What follows belongs to an exercise in optimizing a design on an open flow for small area; a production flow would make more cautious choices. Where RTL was checked, it was by simulation tests only, not by an equivalence proof against the original. Power is estimated from default activity; no workload was simulated.

==> run a: inputs <==
==> flow/design.v <==
package lsb_pkg;
    localparam int DEPTH = 16;
    function automatic logic is_store3(input logic [2:0] op);
        is_store3 = op[2] & (op[1] | op[0]);
    endfunction
    function automatic logic [1:0] style3(input logic [2:0] op);
        case (op)
            3'd0, 3'd3, 3'd5: style3 = 2'd0;   
            3'd1, 3'd4, 3'd6: style3 = 2'd1;   
            default:          style3 = 2'd2;   
        endcase
    endfunction
endpackage
module lsb_slot (
    input  logic        in_clk,
    input  logic        in_rdy,
    input  logic        alloc,
    input  logic [2:0]  a_op,
    input  logic [31:0] a_imm,
    input  logic        a_wj,        
    input  logic [31:0] a_j,         
    input  logic        a_jalu,      
    input  logic        a_jcdb,      
    input  logic        a_wk,
    input  logic [31:0] a_k,
    input  logic        a_kalu,
    input  logic        a_kcdb,
    input  logic        alu_v,
    input  logic [3:0]  alu_tag,
    input  logic [31:0] alu_data,
    input  logic        cdb_v,
    input  logic [3:0]  cdb_tag,
    input  logic [31:0] cdb_data,
    output logic [2:0]  op,
    output logic [31:0] imm,
    output logic        wj,
    output logic [31:0] j,
    output logic        wk,
    output logic [31:0] k
);
    logic        jalu, jcdb, kalu, kcdb;
    logic        sja, sjc, sjn, ska, skc, skn;
    logic [31:0] jn, kn;
    assign j = ~jn;
    assign k = ~kn;
    assign jalu = alloc ? a_jalu : wj && alu_v && j[3:0] == alu_tag;
    assign jcdb = alloc ? a_jcdb : wj && cdb_v && j[3:0] == cdb_tag;
    assign kalu = alloc ? a_kalu : wk && alu_v && k[3:0] == alu_tag;
    assign kcdb = alloc ? a_kcdb : wk && cdb_v && k[3:0] == cdb_tag;
    assign sja = jalu;
    assign sjc = !jalu && jcdb;
    assign sjn = alloc && !jalu && !jcdb;
    assign ska = kalu;
    assign skc = !kalu && kcdb;
    assign skn = alloc && !kalu && !kcdb;
    always_ff @(posedge in_clk) begin
        if (in_rdy && alloc) begin
            op  <= a_op;
            imm <= a_imm;
        end
        if (in_rdy && (alloc || jalu || jcdb)) begin
            wj <= sjn && a_wj;
            jn <= ~(({32{sjn}} & a_j) | ({32{sja}} & alu_data) | ({32{sjc}} & cdb_data));
        end
        if (in_rdy && (alloc || kalu || kcdb)) begin
            wk <= skn && a_wk;
            kn <= ~(({32{skn}} & a_k) | ({32{ska}} & alu_data) | ({32{skc}} & cdb_data));
        end
    end
endmodule
module lsb_ring_ctrl (
    input  logic       in_clk,
    input  logic       in_rst,
    input  logic       in_rdy,
    input  logic       in_flush,
    input  logic       in_alloc,
    input  logic       pop,
    output logic       full,
    output logic       head_valid,
    output logic [3:0] head,
    output logic [3:0] tail
);
    assign head_valid = full || head != tail;
    always_ff @(posedge in_clk) begin
        if (in_rst) begin
            head <= '0;
            tail <= '0;
            full <= 1'b0;
        end else if (in_rdy) begin
            if (in_flush) begin
                head <= '0;
                tail <= '0;
                full <= 1'b0;
            end else begin
                if (in_alloc) tail <= tail + 1'b1;
                if (pop)      head <= head + 1'b1;
                if (in_alloc && !pop)      full <= (tail + 1'b1) == head;
                else if (pop && !in_alloc) full <= 1'b0;
            end
        end
    end
endmodule
module lsb_head_issue (
    input  logic       in_clk,
    input  logic       in_rst,
    input  logic       in_rdy,
    input  logic       in_flush,
    input  logic       head_valid,
    input  logic [2:0] h_op,
    input  logic       h_wj,
    input  logic       h_wk,
    input  logic       in_rob_store_ok,
    input  logic       in_store_req_ok,
    input  logic       in_load_req_ok,
    input  logic       load_pending,
    output logic       pop,
    output logic       load_go,
    output logic       store_go,
    output logic       store_wait,
    output logic       store_done,
    output logic       store_req_v,
    output logic       load_req_v
);
    logic h_st;
    assign h_st     = lsb_pkg::is_store3(h_op);
    assign store_go = head_valid && h_st && !h_wj && !h_wk && in_rob_store_ok && in_store_req_ok;
    assign load_go  = head_valid && !h_st && !h_wj && in_load_req_ok && !load_pending;
    assign pop      = (store_go && store_wait) || load_go;
    always_ff @(posedge in_clk) begin
        if (in_rst) begin
            store_wait  <= 1'b0;
            store_done  <= 1'b0;
            store_req_v <= 1'b0;
            load_req_v  <= 1'b0;
        end else if (in_rdy) begin
            store_done  <= 1'b0;
            store_req_v <= 1'b0;
            load_req_v  <= 1'b0;
            if (in_flush) begin
                store_wait <= 1'b0;
            end else if (store_go) begin
                store_wait  <= !store_wait;
                store_req_v <= !store_wait;
                store_done  <= store_wait;
            end else if (load_go) begin
                load_req_v <= 1'b1;
            end
        end
    end
endmodule
module lsb_load_return (
    input  logic        in_clk,
    input  logic        in_rst,
    input  logic        in_rdy,
    input  logic        in_flush,
    input  logic        load_go,
    input  logic        load_take,      
    input  logic [2:0]  take_op,
    input  logic [3:0]  take_dest,
    input  logic        in_load_data_valid,
    input  logic [31:0] in_load_data,
    output logic        load_pending,
    output logic        cdb_v,
    output logic [3:0]  cdb_tag,
    output logic [31:0] cdb_data
);
    logic [2:0]  last_op;
    logic        killed;
    logic [31:0] ext_data;
    always_comb begin
        case (last_op)
            3'd0:    ext_data = {{24{in_load_data[7]}}, in_load_data[7:0]};
            3'd1:    ext_data = {{16{in_load_data[15]}}, in_load_data[15:0]};
            3'd3:    ext_data = {24'd0, in_load_data[7:0]};
            3'd4:    ext_data = {16'd0, in_load_data[15:0]};
            default: ext_data = in_load_data;
        endcase
    end
    always_ff @(posedge in_clk) begin
        if (in_rst) begin
            load_pending <= 1'b0;
            killed       <= 1'b0;
            cdb_v        <= 1'b0;
        end else if (in_rdy) begin
            cdb_v <= 1'b0;
            if (in_load_data_valid) begin
                load_pending <= 1'b0;
                killed       <= 1'b0;
                cdb_v        <= !killed && !in_flush;
            end else if (in_flush) begin
                killed <= load_pending;
            end else if (load_go) begin
                load_pending <= 1'b1;
            end
        end
    end
    always_ff @(posedge in_clk) begin
        if (in_rdy && load_take) begin
            cdb_tag <= take_dest;
            last_op <= take_op;
        end
        if (in_rdy && in_load_data_valid) begin
            cdb_data <= ext_data;
        end
    end
endmodule
module lsb_top (
    input  logic         in_clk,
    input  logic         in_rst,
    input  logic         in_rdy,
    input  logic         in_flush,
    input  logic         in_alloc,
    input  logic [111:0] in_alloc_op,
    output logic         full,
    input  logic [36:0]  in_alu_bcast,
    input  logic         in_rob_store_ok,
    output logic         store_done,
    output logic [34:0]  load_req,
    input  logic         in_load_req_ok,
    input  logic         in_load_data_valid,
    input  logic [31:0]  in_load_data,
    output logic [66:0]  store_req,
    input  logic         in_store_req_ok,
    output logic [36:0]  cdb
);
    localparam int N = lsb_pkg::DEPTH;
    logic [2:0]  n_op;
    logic [31:0] n_imm, n_vj, n_vk;
    logic [3:0]  n_qj, n_qk, n_dest;
    assign n_op   = in_alloc_op[110:108];
    assign n_imm  = in_alloc_op[107:76];
    assign n_qj   = in_alloc_op[75:72];
    assign n_qk   = in_alloc_op[71:68];
    assign n_vj   = in_alloc_op[67:36];
    assign n_vk   = in_alloc_op[35:4];
    assign n_dest = in_alloc_op[3:0];
    logic        alu_v;
    logic [3:0]  alu_tag;
    logic [31:0] alu_data;
    assign alu_v    = in_alu_bcast[36];
    assign alu_tag  = in_alu_bcast[35:32];
    assign alu_data = in_alu_bcast[31:0];
    logic        cdb_v;
    logic [3:0]  cdb_tag;
    logic [31:0] cdb_data;
    logic        a_wj, a_wk, n_st;
    logic        a_jalu, a_jcdb, a_kalu, a_kcdb;
    logic [31:0] a_j, a_k;
    assign n_st   = lsb_pkg::is_store3(n_op);
    assign a_wj   = n_qj != '0;
    assign a_wk   = n_st && n_qk != '0;
    assign a_j    = a_wj ? {28'd0, n_qj} : n_vj;
    assign a_k    = !n_st ? {28'd0, n_dest} : a_wk ? {28'd0, n_qk} : n_vk;
    assign a_jalu = a_wj && alu_v && n_qj == alu_tag;
    assign a_jcdb = a_wj && cdb_v && n_qj == cdb_tag;
    assign a_kalu = a_wk && alu_v && n_qk == alu_tag;
    assign a_kcdb = a_wk && cdb_v && n_qk == cdb_tag;
    logic [3:0]  head, tail;
    logic       head_valid, pop, load_go, store_go, store_wait, load_pending;
    logic       store_req_v, load_req_v;
    logic [2:0]  s_op  [N];
    logic [31:0] s_imm [N];
    logic        s_wj  [N];
    logic [31:0] s_j   [N];
    logic        s_wk  [N];
    logic [31:0] s_k   [N];
    for (genvar i = 0; i < N; i++) begin : g_slot
        lsb_slot u_slot (
            .in_clk   (in_clk),
            .in_rdy   (in_rdy),
            .alloc    (in_alloc && tail == 4'(i)),
            .a_op     (n_op),
            .a_imm    (n_imm),
            .a_wj     (a_wj),
            .a_j      (a_j),
            .a_jalu   (a_jalu),
            .a_jcdb   (a_jcdb),
            .a_wk     (a_wk),
            .a_k      (a_k),
            .a_kalu   (a_kalu),
            .a_kcdb   (a_kcdb),
            .alu_v    (alu_v),
            .alu_tag  (alu_tag),
            .alu_data (alu_data),
            .cdb_v    (cdb_v),
            .cdb_tag  (cdb_tag),
            .cdb_data (cdb_data),
            .op       (s_op[i]),
            .imm      (s_imm[i]),
            .wj       (s_wj[i]),
            .j        (s_j[i]),
            .wk       (s_wk[i]),
            .k        (s_k[i])
        );
    end
    logic [2:0]  h_op;
    logic        h_wj, h_wk;
    logic [31:0] h_j, h_imm, h_k;
    always_comb begin
        h_op = '0; h_wj = 1'b0; h_wk = 1'b0; h_j = '0; h_imm = '0; h_k = '0;
        for (int i = 0; i < N; i++) begin
            if (head == 4'(i)) begin
                h_op  = h_op  | s_op[i];
                h_wj  = h_wj  | s_wj[i];
                h_wk  = h_wk  | s_wk[i];
                h_j   = h_j   | s_j[i];
                h_imm = h_imm | s_imm[i];
                h_k   = h_k   | s_k[i];
            end
        end
    end
    lsb_ring_ctrl u_ring (
        .in_clk     (in_clk),
        .in_rst     (in_rst),
        .in_rdy     (in_rdy),
        .in_flush   (in_flush),
        .in_alloc   (in_alloc),
        .pop        (pop),
        .full       (full),
        .head_valid (head_valid),
        .head       (head),
        .tail       (tail)
    );
    lsb_head_issue u_issue (
        .in_clk          (in_clk),
        .in_rst          (in_rst),
        .in_rdy          (in_rdy),
        .in_flush        (in_flush),
        .head_valid      (head_valid),
        .h_op            (h_op),
        .h_wj            (h_wj),
        .h_wk            (h_wk),
        .in_rob_store_ok (in_rob_store_ok),
        .in_store_req_ok (in_store_req_ok),
        .in_load_req_ok  (in_load_req_ok),
        .load_pending    (load_pending),
        .pop             (pop),
        .load_go         (load_go),
        .store_go        (store_go),
        .store_wait      (store_wait),
        .store_done      (store_done),
        .store_req_v     (store_req_v),
        .load_req_v      (load_req_v)
    );
    logic [31:0] h_addr, r_addr;
    logic [1:0]  r_style;
    logic        addr_we;
    assign h_addr  = h_j + h_imm;
    assign addr_we = in_rdy && (load_go || (store_go && !store_wait));
    always_ff @(posedge in_clk) begin
        if (addr_we) begin
            r_addr  <= h_addr;
            r_style <= lsb_pkg::style3(h_op);
        end
    end
    assign load_req  = {load_req_v, r_addr, r_style};
    assign store_req = {store_req_v, r_addr, r_style, h_k};
    lsb_load_return u_ret (
        .in_clk             (in_clk),
        .in_rst             (in_rst),
        .in_rdy             (in_rdy),
        .in_flush           (in_flush),
        .load_go            (load_go),
        .load_take          (load_go),
        .take_op            (h_op),
        .take_dest          (h_k[3:0]),
        .in_load_data_valid (in_load_data_valid),
        .in_load_data       (in_load_data),
        .load_pending       (load_pending),
        .cdb_v              (cdb_v),
        .cdb_tag            (cdb_tag),
        .cdb_data           (cdb_data)
    );
    assign cdb = {cdb_v, cdb_tag, cdb_data};
endmodule
module lsb_unit (
    input  logic         in_clk,
    input  logic         in_rst,
    input  logic         in_rdy,
    input  logic         in_flush,
    input  logic         in_alloc,
    input  logic [111:0] in_alloc_op,
    output logic         full,
    input  logic [36:0]  in_alu_bcast,
    input  logic         in_rob_store_ok,
    output logic         store_done,
    output logic [34:0]  load_req,
    input  logic         in_load_req_ok,
    input  logic         in_load_data_valid,
    input  logic [31:0]  in_load_data,
    output logic [66:0]  store_req,
    input  logic         in_store_req_ok,
    output logic [36:0]  cdb
);
    lsb_top lsb_top_inst (.*);
endmodule
==> flow/flow/run.sh <==
#!/bin/bash
# The standard layout, with buf_2 cells as the port buffers (every port still gets one).
# make's full output, which holds every tool's output, goes to flow_make.log here;
# ORFS also keeps a log per step under orfs/logs/.
set -euo pipefail
bash standard.sh "BUFFER_PORTS_ARGS=-buffer_cell sky130_fd_sc_hd__buf_2" finish > flow_make.log 2>&1
==> flow/standard.sh <==
#!/bin/bash
# synth_recipe.tcl (not shown) runs the flow's synth.tcl, then flattens the netlist and writes it again
# the make line also repeats each setting of config.mk as NAME=value (left out here)
make -C /OpenROAD-flow-scripts/flow DESIGN_CONFIG=/design/flow/config.mk WORK_HOME=/design/flow/orfs CLKGATE_MAP_FILE= SYNTH_SCRIPT=/design/flow/synth_recipe.tcl "${@:-finish}"
==> flow/config.mk <==
export PLATFORM = sky130hd
export DESIGN_NAME = lsb_unit
export DESIGN_NICKNAME = lsb_unit
export VERILOG_FILES = /design/flow/design.v
export SDC_FILE = /design/flow/constraint.sdc
export NUM_CORES = 4
export LEC_CHECK = 0
export CAP_MARGIN = 20
export CORE_MARGIN = 2
export CORE_UTILIZATION = 40
export CTS_CLUSTER_DIAMETER = 100
export CTS_CLUSTER_SIZE = 20
export SLEW_MARGIN = 20
==> flow/constraint.sdc <==
create_clock -name core_clock -period 6.0 [get_ports {in_clk}]
set_input_delay 1.2000 -clock core_clock [delete_from_list [all_inputs] [get_ports {in_clk}]]
set_output_delay 1.2000 -clock core_clock [all_outputs]
set_load 0.01 [all_outputs]
==> run b (differences from run a) <==
--- a/flow/design.v
+++ b/flow/design.v
@@ -70,30 +70,32 @@
 endmodule
 module lsb_ring_ctrl (
-    input  logic       in_clk,
-    input  logic       in_rst,
-    input  logic       in_rdy,
-    input  logic       in_flush,
-    input  logic       in_alloc,
-    input  logic       pop,
-    output logic       full,
-    output logic       head_valid,
-    output logic [3:0] head,
-    output logic [3:0] tail
+    input  logic        in_clk,
+    input  logic        in_rst,
+    input  logic        in_rdy,
+    input  logic        in_flush,
+    input  logic        in_alloc,
+    input  logic        pop,
+    output logic        full,
+    output logic        head_valid,
+    output logic [15:0] head,
+    output logic [15:0] tail
 );
-    assign head_valid = full || head != tail;
+    logic [15:0] tail_nx;
+    assign tail_nx    = {tail[14:0], tail[15]};
+    assign head_valid = full || (head & tail) == '0;
     always_ff @(posedge in_clk) begin
         if (in_rst) begin
-            head <= '0;
-            tail <= '0;
+            head <= 16'd1;
+            tail <= 16'd1;
             full <= 1'b0;
         end else if (in_rdy) begin
             if (in_flush) begin
-                head <= '0;
-                tail <= '0;
+                head <= 16'd1;
+                tail <= 16'd1;
                 full <= 1'b0;
             end else begin
-                if (in_alloc) tail <= tail + 1'b1;
-                if (pop)      head <= head + 1'b1;
-                if (in_alloc && !pop)      full <= (tail + 1'b1) == head;
+                if (in_alloc) tail <= tail_nx;
+                if (pop)      head <= {head[14:0], head[15]};
+                if (in_alloc && !pop)      full <= (tail_nx & head) != '0;
                 else if (pop && !in_alloc) full <= 1'b0;
             end
@@ -161,9 +163,9 @@
     input  logic [31:0] in_load_data,
     output logic        load_pending,
+    output logic [2:0]  last_op,
     output logic        cdb_v,
     output logic [3:0]  cdb_tag,
     output logic [31:0] cdb_data
 );
-    logic [2:0]  last_op;
     logic        killed;
     logic [31:0] ext_data;
@@ -200,6 +202,6 @@
             last_op <= take_op;
         end
-        if (in_rdy && in_load_data_valid) begin
-            cdb_data <= ext_data;
+        if (in_rdy) begin
+            cdb_data <= ext_data;    
         end
     end
@@ -250,11 +252,11 @@
     assign a_wj   = n_qj != '0;
     assign a_wk   = n_st && n_qk != '0;
-    assign a_j    = a_wj ? {28'd0, n_qj} : n_vj;
-    assign a_k    = !n_st ? {28'd0, n_dest} : a_wk ? {28'd0, n_qk} : n_vk;
+    assign a_j    = {n_vj[31:4], a_wj ? n_qj : n_vj[3:0]};
+    assign a_k    = {n_vk[31:4], !n_st ? n_dest : a_wk ? n_qk : n_vk[3:0]};
     assign a_jalu = a_wj && alu_v && n_qj == alu_tag;
     assign a_jcdb = a_wj && cdb_v && n_qj == cdb_tag;
     assign a_kalu = a_wk && alu_v && n_qk == alu_tag;
     assign a_kcdb = a_wk && cdb_v && n_qk == cdb_tag;
-    logic [3:0]  head, tail;
+    logic [15:0] head, tail;
     logic       head_valid, pop, load_go, store_go, store_wait, load_pending;
     logic       store_req_v, load_req_v;
@@ -269,5 +271,5 @@
             .in_clk   (in_clk),
             .in_rdy   (in_rdy),
-            .alloc    (in_alloc && tail == 4'(i)),
+            .alloc    (in_alloc && tail[i]),
             .a_op     (n_op),
             .a_imm    (n_imm),
@@ -300,5 +302,5 @@
         h_op = '0; h_wj = 1'b0; h_wk = 1'b0; h_j = '0; h_imm = '0; h_k = '0;
         for (int i = 0; i < N; i++) begin
-            if (head == 4'(i)) begin
+            if (head[i]) begin
                 h_op  = h_op  | s_op[i];
                 h_wj  = h_wj  | s_wj[i];
@@ -343,17 +345,13 @@
         .load_req_v      (load_req_v)
     );
-    logic [31:0] h_addr, r_addr;
-    logic [1:0]  r_style;
-    logic        addr_we;
-    assign h_addr  = h_j + h_imm;
-    assign addr_we = in_rdy && (load_go || (store_go && !store_wait));
+    logic [31:0] r_addr;
     always_ff @(posedge in_clk) begin
-        if (addr_we) begin
-            r_addr  <= h_addr;
-            r_style <= lsb_pkg::style3(h_op);
+        if (in_rdy) begin
+            r_addr <= h_j + h_imm;
         end
     end
-    assign load_req  = {load_req_v, r_addr, r_style};
-    assign store_req = {store_req_v, r_addr, r_style, h_k};
+    logic [2:0] last_op;
+    assign load_req  = {load_req_v, r_addr, lsb_pkg::style3(last_op)};
+    assign store_req = {store_req_v, r_addr, lsb_pkg::style3(h_op), h_k};
     lsb_load_return u_ret (
         .in_clk             (in_clk),
@@ -368,4 +366,5 @@
         .in_load_data       (in_load_data),
         .load_pending       (load_pending),
+        .last_op            (last_op),
         .cdb_v              (cdb_v),
         .cdb_tag            (cdb_tag),
CTS_BUF_LIST = sky130_fd_sc_hd__clkbuf_8   (was default)
CTS_CLUSTER_DIAMETER = 80   (was 100)
CTS_CLUSTER_SIZE = 14   (was 20)
==> run c (differences from run a) <==
--- a/flow/design.v
+++ b/flow/design.v
@@ -18,12 +18,8 @@
     input  logic [2:0]  a_op,
     input  logic [31:0] a_imm,
-    input  logic        a_wj,        
-    input  logic [31:0] a_j,         
-    input  logic        a_jalu,      
-    input  logic        a_jcdb,      
+    input  logic        a_wj,
+    input  logic [31:0] a_j,
     input  logic        a_wk,
     input  logic [31:0] a_k,
-    input  logic        a_kalu,
-    input  logic        a_kcdb,
     input  logic        alu_v,
     input  logic [3:0]  alu_tag,
@@ -40,18 +36,16 @@
 );
     logic        jalu, jcdb, kalu, kcdb;
-    logic        sja, sjc, sjn, ska, skc, skn;
+    logic        sja, sjc, ska, skc;
     logic [31:0] jn, kn;
     assign j = ~jn;
     assign k = ~kn;
-    assign jalu = alloc ? a_jalu : wj && alu_v && j[3:0] == alu_tag;
-    assign jcdb = alloc ? a_jcdb : wj && cdb_v && j[3:0] == cdb_tag;
-    assign kalu = alloc ? a_kalu : wk && alu_v && k[3:0] == alu_tag;
-    assign kcdb = alloc ? a_kcdb : wk && cdb_v && k[3:0] == cdb_tag;
-    assign sja = jalu;
-    assign sjc = !jalu && jcdb;
-    assign sjn = alloc && !jalu && !jcdb;
-    assign ska = kalu;
-    assign skc = !kalu && kcdb;
-    assign skn = alloc && !kalu && !kcdb;
+    assign jalu = wj && alu_v && j[3:0] == alu_tag;
+    assign jcdb = wj && cdb_v && j[3:0] == cdb_tag;
+    assign kalu = wk && alu_v && k[3:0] == alu_tag;
+    assign kcdb = wk && cdb_v && k[3:0] == cdb_tag;
+    assign sja = !alloc && jalu;
+    assign sjc = !alloc && !jalu && jcdb;
+    assign ska = !alloc && kalu;
+    assign skc = !alloc && !kalu && kcdb;
     always_ff @(posedge in_clk) begin
         if (in_rdy && alloc) begin
@@ -60,10 +54,10 @@
         end
         if (in_rdy && (alloc || jalu || jcdb)) begin
-            wj <= sjn && a_wj;
-            jn <= ~(({32{sjn}} & a_j) | ({32{sja}} & alu_data) | ({32{sjc}} & cdb_data));
+            wj <= alloc && a_wj;
+            jn <= ~(({32{alloc}} & a_j) | ({32{sja}} & alu_data) | ({32{sjc}} & cdb_data));
         end
         if (in_rdy && (alloc || kalu || kcdb)) begin
-            wk <= skn && a_wk;
-            kn <= ~(({32{skn}} & a_k) | ({32{ska}} & alu_data) | ({32{skc}} & cdb_data));
+            wk <= alloc && a_wk;
+            kn <= ~(({32{alloc}} & a_k) | ({32{ska}} & alu_data) | ({32{skc}} & cdb_data));
         end
     end
@@ -116,10 +110,10 @@
     output logic       pop,
     output logic       load_go,
-    output logic       store_go,
-    output logic       store_wait,
     output logic       store_done,
     output logic       store_req_v,
     output logic       load_req_v
 );
+    logic store_wait;
+    logic store_go;
     logic h_st;
     assign h_st     = lsb_pkg::is_store3(h_op);
@@ -245,17 +239,34 @@
     logic [31:0] cdb_data;
     logic        a_wj, a_wk, n_st;
-    logic        a_jalu, a_jcdb, a_kalu, a_kcdb;
     logic [31:0] a_j, a_k;
-    assign n_st   = lsb_pkg::is_store3(n_op);
-    assign a_wj   = n_qj != '0;
-    assign a_wk   = n_st && n_qk != '0;
-    assign a_j    = a_wj ? {28'd0, n_qj} : n_vj;
-    assign a_k    = !n_st ? {28'd0, n_dest} : a_wk ? {28'd0, n_qk} : n_vk;
-    assign a_jalu = a_wj && alu_v && n_qj == alu_tag;
-    assign a_jcdb = a_wj && cdb_v && n_qj == cdb_tag;
-    assign a_kalu = a_wk && alu_v && n_qk == alu_tag;
-    assign a_kcdb = a_wk && cdb_v && n_qk == cdb_tag;
-    logic [3:0]  head, tail;
-    logic       head_valid, pop, load_go, store_go, store_wait, load_pending;
+    always_comb begin
+        a_wj = 1'b0;
+        a_j  = n_vj;
+        if (n_qj != '0) begin
+            if (alu_v && n_qj == alu_tag)      a_j = alu_data;
+            else if (cdb_v && n_qj == cdb_tag) a_j = cdb_data;
+            else begin
+                a_wj = 1'b1;
+                a_j  = {28'd0, n_qj};
+            end
+        end
+    end
+    assign n_st = lsb_pkg::is_store3(n_op);
+    always_comb begin
+        a_wk = 1'b0;
+        a_k  = n_vk;
+        if (!n_st) begin
+            a_k = {28'd0, n_dest};
+        end else if (n_qk != '0) begin
+            if (alu_v && n_qk == alu_tag)      a_k = alu_data;
+            else if (cdb_v && n_qk == cdb_tag) a_k = cdb_data;
+            else begin
+                a_wk = 1'b1;
+                a_k  = {28'd0, n_qk};
+            end
+        end
+    end
+    logic [3:0] head, tail;
+    logic       head_valid, pop, load_go, load_pending;
     logic       store_req_v, load_req_v;
     logic [2:0]  s_op  [N];
@@ -274,10 +285,6 @@
             .a_wj     (a_wj),
             .a_j      (a_j),
-            .a_jalu   (a_jalu),
-            .a_jcdb   (a_jcdb),
             .a_wk     (a_wk),
             .a_k      (a_k),
-            .a_kalu   (a_kalu),
-            .a_kcdb   (a_kcdb),
             .alu_v    (alu_v),
             .alu_tag  (alu_tag),
@@ -294,20 +301,4 @@
         );
     end
-    logic [2:0]  h_op;
-    logic        h_wj, h_wk;
-    logic [31:0] h_j, h_imm, h_k;
-    always_comb begin
-        h_op = '0; h_wj = 1'b0; h_wk = 1'b0; h_j = '0; h_imm = '0; h_k = '0;
-        for (int i = 0; i < N; i++) begin
-            if (head == 4'(i)) begin
-                h_op  = h_op  | s_op[i];
-                h_wj  = h_wj  | s_wj[i];
-                h_wk  = h_wk  | s_wk[i];
-                h_j   = h_j   | s_j[i];
-                h_imm = h_imm | s_imm[i];
-                h_k   = h_k   | s_k[i];
-            end
-        end
-    end
     lsb_ring_ctrl u_ring (
         .in_clk     (in_clk),
@@ -328,7 +319,7 @@
         .in_flush        (in_flush),
         .head_valid      (head_valid),
-        .h_op            (h_op),
-        .h_wj            (h_wj),
-        .h_wk            (h_wk),
+        .h_op            (s_op[head]),
+        .h_wj            (s_wj[head]),
+        .h_wk            (s_wk[head]),
         .in_rob_store_ok (in_rob_store_ok),
         .in_store_req_ok (in_store_req_ok),
@@ -337,23 +328,19 @@
         .pop             (pop),
         .load_go         (load_go),
-        .store_go        (store_go),
-        .store_wait      (store_wait),
         .store_done      (store_done),
         .store_req_v     (store_req_v),
         .load_req_v      (load_req_v)
     );
-    logic [31:0] h_addr, r_addr;
+    logic [3:0]  rsel;
+    logic [2:0]  r_op;
+    logic [31:0] r_addr, r_k;
     logic [1:0]  r_style;
-    logic        addr_we;
-    assign h_addr  = h_j + h_imm;
-    assign addr_we = in_rdy && (load_go || (store_go && !store_wait));
-    always_ff @(posedge in_clk) begin
-        if (addr_we) begin
-            r_addr  <= h_addr;
-            r_style <= lsb_pkg::style3(h_op);
-        end
-    end
+    assign rsel    = head - {3'd0, load_req_v};
+    assign r_op    = s_op[rsel];
+    assign r_k     = s_k[rsel];
+    assign r_addr  = s_j[rsel] + s_imm[rsel];
+    assign r_style = lsb_pkg::style3(r_op);
     assign load_req  = {load_req_v, r_addr, r_style};
-    assign store_req = {store_req_v, r_addr, r_style, h_k};
+    assign store_req = {store_req_v, r_addr, r_style, r_k};
     lsb_load_return u_ret (
         .in_clk             (in_clk),
@@ -362,7 +349,7 @@
         .in_flush           (in_flush),
         .load_go            (load_go),
-        .load_take          (load_go),
-        .take_op            (h_op),
-        .take_dest          (h_k[3:0]),
+        .load_take          (load_req_v && !in_rst),
+        .take_op            (r_op),
+        .take_dest          (r_k[3:0]),
         .in_load_data_valid (in_load_data_valid),
         .in_load_data       (in_load_data),
==> flow/run.sh (new file) <==
#!/bin/bash
# synth_recipe.tcl (not shown) runs the flow's synth.tcl, then flattens the netlist and writes it again
# the make line also repeats each setting of config.mk as NAME=value (left out here)
make -C /OpenROAD-flow-scripts/flow DESIGN_CONFIG=/design/flow/config.mk WORK_HOME=/design/flow/orfs CLKGATE_MAP_FILE= SYNTH_SCRIPT=/design/flow/synth_recipe.tcl finish
CTS_CLUSTER_DIAMETER = default   (was 100)
CTS_CLUSTER_SIZE = default   (was 20)
removed: flow/flow/run.sh
removed: flow/standard.sh
==> comparison <==
- Run c finished but fails on negative setup slack. Run a finished clean. Run b produced a clean layout.
- Critical path depth: run b < run a < run c.
- Clock skew, lowest first: run c, run a, run b.
- Sequential share of layout area: run a is higher than run c (9.8 points).
- Of run c and run a, run c has the higher clock power (gap about 53%, measured against run a).
- Via count: run c > run a > run b.
- First-iteration DRC count, highest first: run a, run b, run c.
- In run a the clock-buffer cell count is lower than in run c, by 112.
- In run a the fmax is lower than in run b, by about 8%.
- Between run a and run c, the lower register-to-register slack is in run a (gap 1.5 ns).
- Of run c and run a, run c has the higher routed wire length (gap 22%, measured against run a).
- Against run c, the non-clock buffer count of run a is lower by 489.
For run c, only the layout was checked, not whether the RTL still works.

==> separate check: timing with driven ports <==
The results above use ideal ports. As a check the final layouts listed here were re-extracted and re-timed, cells and wires unchanged.
Step 1 assumes that a clkbuf_16 drives the clock port and a buf_2 every other input.
Step 2 times the ports against the registers' clock, not the clock port: input delays grow and output delays shrink by t, the midpoint of the rising clock arrivals with the driver on.
Slacks: ideal ports / drivers / drivers and shift; pairs: ideal ports / drivers.
run | shift t [ns] | setup slack, ns | worst register clock-pin slew, ns | pins driven straight from the clock port
run a | 0.863 | 0.128 / 0.039 / 0.135 | 0.10 / 0.10 | 1
run b | 1.071 | 0.620 / 0.521 / 1.013 | 0.12 / 0.12 | 1
run c | 0.963 | -0.976 / -1.068 / -0.105 | 0.07 / 0.07 | 1
